This is an optimization exercise on Yosys and OpenROAD, whose aim is small area, not a production implementation. In this exercise RTL edits were held to simulation tests only and were not proved equivalent to the original. No activity file was given, so power comes from the tool's default toggle rates.

## job 104
Design regfile_ckpt, start of the top module:
module regfile_ckpt #(
   parameter int               WIDTH        = 32,
   parameter int               NUM_REGS     = 8,
   parameter int               SEL_W        = 3,
   parameter logic [WIDTH-1:0] RESET_EIP    = '0,
   parameter logic [WIDTH-1:0] RESET_EFLAGS = WIDTH'(2)
) (
   input  logic                      clk,
   input  logic                      rst_n,
   input  logic                      en,
   input  logic                      wr0_en,
   input  logic [SEL_W-1:0]          wr0_sel,
   input  logic [WIDTH-1:0]          wr0_data,
   input  logic                      wr1_en,
   input  logic [SEL_W-1:0]          wr1_sel,
   input  logic [WIDTH-1:0]          wr1_data,
   input  logic [WIDTH-1:0]          next_eip,
   input  logic [WIDTH-1:0]          next_eflags,
   input  logic                      ckpt_req,
   input  logic                      restore_req,
   input  logic                      ret_load,
   input  logic [31:0]               ret_load_val,
   input  logic [SEL_W-1:0]          rd0_sel,
   output logic [WIDTH-1:0]          rd0_data,
   input  logic [SEL_W-1:0]          rd1_sel,
   output logic [WIDTH-1:0]          rd1_data,
   output logic [NUM_REGS*WIDTH-1:0] gpr_flat,
   output logic [WIDTH-1:0]          eip,
   output logic [WIDTH-1:0]          eflags,
   output logic [31:0]               retired,
   output logic                      ckpt_valid,
  ...
==> flow/config.mk <==
export PLATFORM = sky130hd
export DESIGN_NAME = regfile_ckpt
export DESIGN_NICKNAME = regfile_ckpt
export VERILOG_FILES = /design/flow/design.v
export SDC_FILE = /design/flow/constraint.sdc
export NUM_CORES = 4
export LEC_CHECK = 0
export CAP_MARGIN = 20
export CORE_MARGIN = 2
export CORE_UTILIZATION = 60
export SLEW_MARGIN = 40
==> flow/constraint.sdc <==
create_clock -name core_clock -period 6.0 [get_ports {clk}]
set_input_delay 1.2000 -clock core_clock [delete_from_list [all_inputs] [get_ports {clk}]]
set_output_delay 1.2000 -clock core_clock [all_outputs]
set_load 0.01 [all_outputs]
standard.sh (not shown) runs the stock make flow with config.mk's settings and CLKGATE_MAP_FILE= SYNTH_SCRIPT=/design/flow/synth_recipe.tcl, a recipe that flattens the netlist after the stock synthesis.
==> flow/flow/run.sh <==
#!/bin/bash
# The standard layout, with these changes:
#  - synthesis: ABC maps with an area-oriented script (flow/synth.tcl, flow/abc_area.script).
#    The standard synthesis runs first; its registers' instance names are then given to the
#    same registers (found by their Q nets) of the area-mapped netlist (flow/pair_names.py);
#  - ports are buffered with sky130_fd_sc_hd__buf_1 instead of the resizer's default buffer;
#  - CTS builds the tree from clkbuf_8 (root clkbuf_16) in clusters of at most 16 sinks, with
#    no dummy loads.
set -euo pipefail
R=$PWD/orfs/results/sky130hd/regfile_ckpt/base
export FLOW_WORK=$PWD
export FLOW_ABC_SCRIPT=$PWD/flow/abc_area.script
bash standard.sh synth > synth_standard.log 2>&1
cp $R/1_2_yosys.v standard_netlist.v
rm -rf orfs
bash standard.sh SYNTH_SCRIPT=$PWD/flow/synth.tcl $R/1_2_yosys.v > synth.log 2>&1
cp $R/1_2_yosys.v area_netlist.v
python3 flow/pair_names.py standard_netlist.v area_netlist.v $R/1_2_yosys.v > pair_names.log 2>&1
bash standard.sh \
  "BUFFER_PORTS_ARGS=-buffer_cell sky130_fd_sc_hd__buf_1" \
  "CTS_ARGS=-sink_clustering_enable -repair_clock_nets -dont_use_dummy_load -buf_list sky130_fd_sc_hd__clkbuf_8 -root_buf sky130_fd_sc_hd__clkbuf_16 -sink_clustering_size 16 -sink_clustering_max_diameter 60" \
  finish > layout.log 2>&1
Other scripts of this flow, unchanged in this note and not shown: flow/flow/abc_area.script, flow/flow/pair_names.py, flow/flow/synth.tcl
The final layout from job 104, which completed every stage, passed the timing, DRC and antenna checks at the end of the flow.
The inputs of job 105 differ from those of job 104 as listed below.
Settings: a change of CORE_UTILIZATION from 60 to 50.
diff --git a/flow/flow/run.sh b/flow/flow/run.sh
--- a/flow/flow/run.sh
+++ b/flow/flow/run.sh
@@ -6,4 +6,3 @@
 #  - ports are buffered with sky130_fd_sc_hd__buf_1 instead of the resizer's default buffer;
-#  - CTS builds the tree from clkbuf_8 (root clkbuf_16) in clusters of at most 16 sinks, with
-#    no dummy loads.
+#  - CTS builds the tree from clkbuf_4 in clusters of at most 12 sinks, with no dummy loads.
 set -euo pipefail
## What came out
Job 104 → job 105: buffer share of cell area fell 0.25 points, total wire length rose 2.5%. Proportion of total power due to net switching of job 105 is on par with job 104. Leakage component of the power across job 104 and job 105: no real change. rd0_data[26] as the timing endpoint of the critical path was reported by job 104, and rd1_data[26] by job 105. Job 105 vs. job 104: switching power total +0.39%; flip-flop and latch power ~0 delta. Aggregate global-route resource usage for job 105 is lower than for job 104. For job 104, the cell with the largest stage delay on the worst path was sky130_fd_sc_hd__and3b_2, unlike job 105, where it was sky130_fd_sc_hd__nor2_4. Compared with job 104, in job 105 final cell count up about 4%, number of instances in the placed design up about 4%, area used by multi-input combinational logic flat.

-- separate check: timing with driven ports --
In the flow no input, the clock included, has a driving cell. The finished layouts below were timed again as built, in two steps.
Step 1 assumes that a clkbuf_16 drives the clock port and a buf_2 every other input.
Step 2 adds t to the input delays and takes it off the output delays; t is the mean of the earliest and latest rising clock arrival at the registers after step 1. Input paths then give back, and output paths get back, about the clock's delay inside the block.
a / b / c = ideal ports / drivers / drivers and shift; a / b = the first two.
run | shift t [ns] | slack for setup (ns) | hold WS [ns]
job 104 | 0.637 | 1.306 / 1.276 / 0.777 | 0.427 / 0.427 / 0.427
job 105 | 0.655 | 1.372 / 1.347 / 0.812 | 0.402 / 0.402 / 0.402
After both steps every run listed still meets setup and hold. The setup slack of job 105, which loses most, moves by -0.025 ns with the drivers and by -0.560 ns with both steps.
